This design comes from an exercise in tuning for small area, a short achievable clock period and few clock cycles per item on the open sky130 flow, not from production work. Only simulation tests tie the RTL to the original design; equivalence was not proved. Power figures rest on the tool's default switching activity, not on a simulated workload.

File: flow/design.v
`timescale 1ns/1ns
module flowFifo (
    input  logic       clk,
    input  logic       reset,
    input  logic       push,
    input  logic [4:0] pushSlot,
    input  logic       pop,
    output logic [4:0] head,
    output logic [3:0] count
);
    localparam int FIFO_DEPTH = 8;
    logic [4:0] entries [FIFO_DEPTH];
    logic [2:0] wrPtr;
    logic [2:0] rdPtr;
    assign head = entries[rdPtr];
    always_ff @(posedge clk) begin
        if (push) begin
            entries[wrPtr] <= pushSlot;
        end
    end
    always_ff @(posedge clk) begin
        if (reset) begin
            wrPtr <= '0;
            rdPtr <= '0;
            count <= '0;
        end else begin
            if (push) begin
                wrPtr <= wrPtr + 1'b1;
            end
            if (pop) begin
                rdPtr <= rdPtr + 1'b1;
            end
            case ({push, pop})
                2'b10:   count <= count + 1'b1;
                2'b01:   count <= count - 1'b1;
                default: count <= count;
            endcase
        end
    end
endmodule
`timescale 1ns/1ns
module requestQueue (
    input  logic        clk,
    input  logic        reset,
    input  logic        start,
    input  logic        rpcValid,
    input  logic [63:0] rpcIn,
    input  logic [1:0]  rpcFlowId,
    input  logic [15:0] flowCount,    
    output logic [3:0]  flowPushEn,
    output logic [4:0]  flowPushSlot,
    input  logic        rdReqValid,
    input  logic [4:0]  rdReqSlot,
    input  logic [3:0]  rdReqTag,     
    output logic        rdRespValid,
    output logic [63:0] rdRespReq,
    output logic [3:0]  rdRespTag,
    output logic        dropped
);
    localparam int SLOTS     = 32;
    localparam int MAX_FLOWS = 4;
    logic [63:0]          mem [SLOTS];
    logic [SLOTS-1:0]     freeMap;
    logic [4:0]           freeSlot;
    logic                 anyFree;
    logic [MAX_FLOWS-1:0] fifoFull;
    logic                 accept;
    always_comb begin
        freeSlot = '0;
        anyFree  = 1'b0;
        for (int i = SLOTS - 1; i >= 0; i--) begin
            if (freeMap[i]) begin
                freeSlot = 5'(i);
                anyFree  = 1'b1;
            end
        end
    end
    always_comb begin
        for (int f = 0; f < MAX_FLOWS; f++) begin
            fifoFull[f] = flowCount[4*f +: 4] == 4'd8;
        end
    end
    assign accept  = start && rpcValid && anyFree && !fifoFull[rpcFlowId];
    assign dropped = start && rpcValid && !accept;
    always_comb begin
        for (int f = 0; f < MAX_FLOWS; f++) begin
            flowPushEn[f] = accept && (rpcFlowId == 2'(f));
        end
    end
    assign flowPushSlot = freeSlot;
    always_ff @(posedge clk) begin
        if (reset) begin
            freeMap <= '1;
        end else begin
            if (accept) begin
                freeMap[freeSlot] <= 1'b0;
            end
            if (rdReqValid) begin
                freeMap[rdReqSlot] <= 1'b1;
            end
        end
    end
    always_ff @(posedge clk) begin
        if (accept) begin
            mem[freeSlot] <= rpcIn;
        end
        rdRespReq <= mem[rdReqSlot];
        rdRespTag <= rdReqTag;
    end
    always_ff @(posedge clk) begin
        if (reset) begin
            rdRespValid <= 1'b0;
        end else begin
            rdRespValid <= rdReqValid;
        end
    end
endmodule
`timescale 1ns/1ns
module batchScheduler (
    input  logic        clk,
    input  logic        reset,
    input  logic [1:0]  numberOfFlows,
    input  logic [1:0]  lBatchSize,
    input  logic        almFull,
    input  logic [15:0] flowCount,    
    input  logic [19:0] flowHead,     
    output logic [3:0]  flowPop,
    output logic        rdReqValid,
    output logic [4:0]  rdReqSlot,
    output logic [3:0]  rdReqTag      
);
    localparam logic StIdle     = 1'b0;
    localparam logic StTransmit = 1'b1;
    logic       state;
    logic [1:0] flowPtr;
    logic [2:0] batchSize;
    logic [2:0] beatCnt;
    logic [3:0] curCount;
    logic       startBatch;
    logic       lastBeat;
    assign batchSize = 3'd1 << lBatchSize;
    assign curCount  = flowCount[4*flowPtr +: 4];
    assign startBatch = (state == StIdle) && !almFull
        && (curCount >= {1'b0, batchSize});
    assign lastBeat = beatCnt == batchSize - 1'b1;
    always_comb begin
        flowPop = '0;
        if (state == StTransmit) begin
            flowPop[flowPtr] = 1'b1;
        end
    end
    always_ff @(posedge clk) begin
        if (reset) begin
            state   <= StIdle;
            flowPtr <= '0;
            beatCnt <= '0;
        end else begin
            case (state)
                StIdle: begin
                    if (startBatch) begin
                        state   <= StTransmit;
                        beatCnt <= '0;
                    end else if (flowPtr >= numberOfFlows) begin
                        flowPtr <= '0;
                    end else begin
                        flowPtr <= flowPtr + 1'b1;
                    end
                end
                default: begin
                    if (lastBeat) begin
                        state   <= StIdle;
                        beatCnt <= '0;
                    end else begin
                        beatCnt <= beatCnt + 1'b1;
                    end
                end
            endcase
        end
    end
    always_ff @(posedge clk) begin
        if (reset) begin
            rdReqValid <= 1'b0;
        end else begin
            rdReqValid <= |flowPop;
        end
    end
    always_ff @(posedge clk) begin
        rdReqSlot <= flowHead[5*flowPtr +: 5];
        rdReqTag  <= {flowPtr, beatCnt[1:0]};
    end
endmodule
`timescale 1ns/1ns
module clWriter (
    input  logic         clk,
    input  logic         reset,
    input  logic [41:0]  txBaseAddr,
    input  logic [1:0]   lBatchSize,
    input  logic         rdRespValid,
    input  logic [63:0]  rdRespReq,
    input  logic [3:0]   rdRespTag,    
    output logic [113:0] c1Tx          
);
    localparam logic [3:0] REQ_WR_LINE_I = 4'h0;
    localparam logic [1:0] CL_LEN_1      = 2'b00;
    localparam logic [1:0] CL_LEN_2      = 2'b01;
    localparam logic [1:0] CL_LEN_4      = 2'b11;
    logic [1:0]   clLen;
    logic [41:0]  lineAddr;
    logic [48:0]  nextHdr;
    logic         lineValid;
    logic [48:0]  lineHdr;
    logic [63:0]  lineData;
    always_comb begin
        case (lBatchSize)
            2'd0:    clLen = CL_LEN_1;
            2'd1:    clLen = CL_LEN_2;
            default: clLen = CL_LEN_4;
        endcase
    end
    assign lineAddr = txBaseAddr
        + (42'(rdRespTag[3:2]) << lBatchSize)
        + 42'(rdRespTag[1:0]);
    assign nextHdr = {REQ_WR_LINE_I, clLen, rdRespTag[1:0] == 2'd0, lineAddr};
    always_ff @(posedge clk) begin
        if (reset) begin
            lineValid <= 1'b0;
        end else begin
            lineValid <= rdRespValid;
        end
    end
    always_ff @(posedge clk) begin
        lineHdr  <= nextHdr;
        lineData <= rdRespReq;
    end
    assign c1Tx = {lineValid, lineHdr, lineData};
endmodule
`timescale 1ns/1ns
module ccipTransmitter (
    input  logic         clk,
    input  logic         reset,
    input  logic [1:0]   numberOfFlows,
    input  logic [41:0]  txBaseAddr,
    input  logic [1:0]   lBatchSize,
    input  logic         start,
    input  logic [63:0]  rpcIn,           
    input  logic         rpcValid,
    input  logic [1:0]   rpcFlowId,
    input  logic         c1AlmFull,
    output logic [113:0] c1Tx,            
    output logic         txReady,
    output logic         pdropTxFlows
);
    localparam int MAX_FLOWS = 4;
    logic [3:0]  flowPushEn;
    logic [4:0]  flowPushSlot;
    logic [15:0] flowCount;
    logic [19:0] flowHead;
    logic [3:0]  flowPop;
    logic        rdReqValid;
    logic [4:0]  rdReqSlot;
    logic [3:0]  rdReqTag;
    logic        rdRespValid;
    logic [63:0] rdRespReq;
    logic [3:0]  rdRespTag;
    assign txReady = ~c1AlmFull;
    requestQueue u_requestQueue (
        .clk          (clk),
        .reset        (reset),
        .start        (start),
        .rpcValid     (rpcValid),
        .rpcIn        (rpcIn),
        .rpcFlowId    (rpcFlowId),
        .flowCount    (flowCount),
        .flowPushEn   (flowPushEn),
        .flowPushSlot (flowPushSlot),
        .rdReqValid   (rdReqValid),
        .rdReqSlot    (rdReqSlot),
        .rdReqTag     (rdReqTag),
        .rdRespValid  (rdRespValid),
        .rdRespReq    (rdRespReq),
        .rdRespTag    (rdRespTag),
        .dropped      (pdropTxFlows)
    );
    for (genvar g = 0; g < MAX_FLOWS; g++) begin : gFlow
        flowFifo u_flowFifo (
            .clk      (clk),
            .reset    (reset),
            .push     (flowPushEn[g]),
            .pushSlot (flowPushSlot),
            .pop      (flowPop[g]),
            .head     (flowHead[5*g +: 5]),
            .count    (flowCount[4*g +: 4])
        );
    end
    batchScheduler u_batchScheduler (
        .clk           (clk),
        .reset         (reset),
        .numberOfFlows (numberOfFlows),
        .lBatchSize    (lBatchSize),
        .almFull       (c1AlmFull),
        .flowCount     (flowCount),
        .flowHead      (flowHead),
        .flowPop       (flowPop),
        .rdReqValid    (rdReqValid),
        .rdReqSlot     (rdReqSlot),
        .rdReqTag      (rdReqTag)
    );
    clWriter u_clWriter (
        .clk         (clk),
        .reset       (reset),
        .txBaseAddr  (txBaseAddr),
        .lBatchSize  (lBatchSize),
        .rdRespValid (rdRespValid),
        .rdRespReq   (rdRespReq),
        .rdRespTag   (rdRespTag),
        .c1Tx        (c1Tx)
    );
endmodule
File: flow/run.sh
#!/bin/bash
# synth_recipe.tcl (not shown) runs the flow's synth.tcl, then flattens the netlist and writes it again
# the make line also repeats each setting of config.mk as NAME=value (left out here)
make -C /OpenROAD-flow-scripts/flow DESIGN_CONFIG=/design/flow/config.mk WORK_HOME=/design/flow/orfs CLKGATE_MAP_FILE= SYNTH_SCRIPT=/design/flow/synth_recipe.tcl finish
File: flow/config.mk
export PLATFORM = sky130hd
export DESIGN_NAME = ccipTransmitter
export DESIGN_NICKNAME = ccipTransmitter
export VERILOG_FILES = /design/flow/design.v
export SDC_FILE = /design/flow/constraint.sdc
export NUM_CORES = 4
export LEC_CHECK = 0
export CAP_MARGIN = 20
export CORE_MARGIN = 2
export CORE_UTILIZATION = 40
export SLEW_MARGIN = 20
File: flow/constraint.sdc
create_clock -name core_clock -period 5.5 [get_ports {clk}]
set_input_delay 1.1000 -clock core_clock [delete_from_list [all_inputs] [get_ports {clk}]]
set_output_delay 1.1000 -clock core_clock [all_outputs]
set_load 0.01 [all_outputs]
==> flow_summary_export.csv <==
group,metric,value,unit
logic_synthesis,synth_ff_type,"edfxtp_1",
floorplanning,initial_utilization,40.29,%
global_routing,grt_start_max_net_pins,146,
min_path,whs_path_depth,0,
detailed_routing,routed_wl,222.6,mm
logic_synthesis,synth_edf_count,2208,
floorplanning,num_io_pins,233,
logic_synthesis,synthTopCellsByArea,"edfxtp_1, mux4_2, dfxtp_1",
timing,period_needed,4.717,ns
placed_design,dp_cells,7618,
worst_setup_path,reg2reg_slack,1.45,ns
floorplanning,num_rows,177,
detailed_routing,ant_nets,0,
logic_synthesis,async_reset_ff_share,0,%
cells_and_area,areaGrowthSynthToFinish,16.96,%
worst_setup_path,worstPathRequired,4.40,ns
worst_setup_path,crit_path_end_kind,"output pin",
clock_network,clock_latency,0.93,ns
placed_design,hpwlAfterDp,127.7,mm
timing,finalClockSkew,0.06792,ns
timing,fin_crit_sh,85.77,%
clock_network,ctsHoldBuffers,0,
logic_synthesis,netlist_area,93770,µm²
timing,finalSetupViolations,0,
logic_synthesis,synth-xor-area-share,0.6912,%
detailed_routing,vias_per_cell,5.483,
floorplanning,dieArea,238300,µm²
detailed_routing,firstDrtPassIters,6,
timing,maxSlewViolCount,0,
worst_setup_path,startpoint_type,"flop",
clock_network,htreeDepth,5,
worst_setup_path,worstPathArrival,3.62,ns
cells_and_area,final_cell_mix,"edfxtp_1, mux4_2, clkbuf_16",
timing,finalWorstSetupSlack,0.7827,ns
clock_network,cts_root_buf,"clkbuf_16",
logic_synthesis,postSynthAreaPerCell,21.80,µm²
logic_synthesis,synth_warnings,4,
placed_design,io_buffers,228,
timing,whs,0.3110,ns
logic_synthesis,synth-simple-area-share,2.725,%
cells_and_area,final_cells,8093,
logic_synthesis,yosys_register_bits,2487,
global_routing,grt_pass1_vias,45770,
floorplanning,fp.dieH,488.2,µm
clock_network,cts_tree,"built",
worst_setup_path,critPathMaxFanout,7,
timing,max_slew.worst_pin.slew,1.237,ns
logic_synthesis,synth_top_area_cell,"edfxtp_1",
detailed_routing,remaining_drc_errors,0,
placed_design,place_area,101200,µm²
global_routing,antenna_found_initial,20,
cells_and_area,seq_area,71910,µm²
global_routing,grt_overflow,0,
power_and_ir_drop,p_leak,34.99,nW
power_and_ir_drop,peakVddDrop,306.9,µV
floorplanning,die_width,488.2,µm
worst_setup_path,startpoint,"u_requestQueue.freeMap[3]",
cells_and_area,multi_input_area,21090,µm²
power_and_ir_drop,total_power,47.16,mW
logic_synthesis,synth_compound_area_share,1.168,%
detailed_routing,vias,44375,
timing,fmax,212.0,MHz
cells_and_area,drive_gt1_share,26.22,%
worst_setup_path,reg2reg_from,"u_requestQueue.freeMap[6]",
floorplanning,coreArea,232800,µm²
worst_setup_path,worstRegToRegCells,11,
cells_and_area,final_area,109700,µm²
clock_network,clock-sinks,2487,
detailed_routing,routedWlPerCell,27.51,µm
logic_synthesis,synth_top_family_by_area,"multiplexers",
run_status,status,"finished clean",
cells_and_area,fillers,18974,
clock_network,path_clk_slew,0.06,ns
clock_network,cts_buffers,277,
logic_synthesis,syn-instance-count,4301,
run,maxCapViolations,0,
clock_network,cts_buffer_depth,4,
min_path,min_from,"u_requestQueue.rdRespReq[28]",
logic_synthesis,synthAdderAreaFrac,0.7633,%
timing,rsz0062_at_grt,"no",
min_path,worst_hold_path_type,"flop to flop",
placed_design,gp_congestion,0.8007,
logic_synthesis,synth_top_area_share,70.71,%
global_routing,grt_pass1_wl,323.3,mm
global_routing,grtUsageTotal,18.70,%
timing,hold_viol_final,0,
placed_design,place_ws,0.6573,ns
power_and_ir_drop,power_density,430.0,nW/µm²
timing,slew_headroom,17.51,%
logic_synthesis,synthDistinctLibCells,70,
logic_synthesis,synth-seq-area-share,76.67,%
clock_network,cts_resized,0,
logic_synthesis,synthMuxAreaShare,16.84,%
cells_and_area,final_common_cell,"edfxtp_1",
detailed_routing,drt_iter0_markers,4252,
cells_and_area,fin_nets,4935,
worst_setup_path,crit_type,"flop to output pin",
clock_network,post_cts_buffers,0,
[sequential cells by signal, summed over array words and instances, names as in the netlist, named ones only]
signal / cells
u_batchScheduler.flowPtr: 2
u_clWriter.lineValid: 1
u_batchScheduler.rdReqSlot: 5
u_batchScheduler.rdReqValid: 1
u_batchScheduler.beatCnt: 3
u_requestQueue.rdRespTag: 4
u_requestQueue.mem: 2048
u_clWriter.lineHdr: 45
u_batchScheduler.state: 1
gFlow.u_flowFifo.entries: 160
u_clWriter.lineData: 64
u_batchScheduler.rdReqTag: 4
gFlow.u_flowFifo.count: 16
gFlow.u_flowFifo.wrPtr: 12
u_requestQueue.rdRespReq: 64
u_requestQueue.rdRespValid: 1
u_requestQueue.freeMap: 32
gFlow.u_flowFifo.rdPtr: 12
[routing by layer]
| layer | vias up | routed length, µm | part of all wire, % | global-route usage, % |
|---|---|---|---|---|
| met5 | - | 101 | 0.045 | 0 |
| met3 | 341 | 12870 | 5.8 | 3.002 |
| met1 | 23912 | 93710 | 42 | 25.86 |
| met4 | 18 | 4568 | 2.1 | 4.586 |
| li1 | 18683 | - | - | - |
| met2 | 1421 | 111300 | 50 | 31.09 |
[through the flow]
stage               setup TNS [ns]  util (%)
finish                           0     47.12
floorplan                  -173.42         -
CTS                              0     47.14
global route                     0     47.12
detailed placement               0     43.48
global placement                 0     43.48
[critical path, cell delays in order (launching register included)]
cell,delay (ns)
dfxtp_1,0.35
or4_1,0.76
nor4_4,0.66
a211oi_2,0.27
nor2_1,0.15
clkdlybuf4s50_1,0.55
[synthesized netlist by cell type (8+ instances only)]
| master | instances |
|---|---|
| a21o_1 | 8 |
| a21oi_1 | 69 |
| a2bb2oi_1 | 11 |
| a41oi_1 | 13 |
| and3_1 | 10 |
| buf_1 | 47 |
| buf_2 | 12 |
| clkbuf_1 | 134 |
| dfxtp_1 | 279 |
| edfxtp_1 | 2208 |
| ha_1 | 46 |
| inv_1 | 67 |
| mux2i_1 | 24 |
| mux4_2 | 690 |
| nand2_1 | 256 |
| nand2b_1 | 11 |
| nand3_1 | 38 |
| nand4_1 | 9 |
| nor2_1 | 116 |
| nor2b_1 | 23 |
| nor3_1 | 25 |
| nor3b_1 | 10 |
| nor4_1 | 11 |
| nor4b_1 | 10 |
| o21ai_0 | 12 |
| xnor2_1 | 40 |
| xor2_1 | 29 |
[cell families (layout without fill, tap and decap cells)]
group	Yosys count	after routing
other	1	7
adders and majority gates	53	53
and+or+nand+nor	550	550
xor gates and xnor gates	71	71
buffers and inverters	270	924
AOI/OAI and AO/OA	154	154
muxes	715	715
DFF	2487	2487
[final cells by class]
class | count | area share (%)
diodes | 3 | 0.006845
inverters | 69 | 0.2384
flip-flops and latches | 2487 | 65.57
clock inverters | 115 | 0.9093
well taps | 3132 | 3.573
repair buffers | 383 | 3.603
clock buffers | 357 | 6.876
multi-input cells | 1547 | 19.23
[final timing paths]
kind | to
max | pdropTxFlows
min | u_clWriter.lineData[28]
max reg2reg | u_requestQueue.mem[19][23]
min reg2reg | u_clWriter.lineData[28]
[where the power goes]
| part | leakage, nW | internal [mW] | total, mW | switching [mW] |
|---|---|---|---|---|
| sequential | 22.1 | 21.2 | 21.6 | 0.423 |
| clock | 4.15 | 10.4 | 17.5 | 7.16 |
| combinational | 8.72 | 3.91 | 8.03 | 4.12 |
Testbench counts, summed over its fixed seeds: cycles 16,837, items 9,650.

==> what the ideal ports hide <==
In the flow no input, the clock included, has a driving cell. The finished layout below was timed again as built, in two steps. Step 1: set_driving_cell puts a clkbuf_16 on clk and a buf_2 on each other input, an assumption about the parent block. Step 2 times the ports against the registers' clock, not the clock port: input delays grow and output delays shrink by t, the midpoint of the rising clock arrivals with the driver on. Three values: ideal, step 1, step 2; two values: the first two.
shift t [ns]: 0.985
setup WS [ns]: 0.783 / 0.698 / 0.661
hold WS [ns]: 0.311 / 0.311 / 0.311
worst setup path at the end: input to register
cell pins on the clock port's net: 1
After both steps setup and hold are still met in this run. The setup slack of this run moves by -0.085 ns with the drivers and by -0.122 ns with both steps.
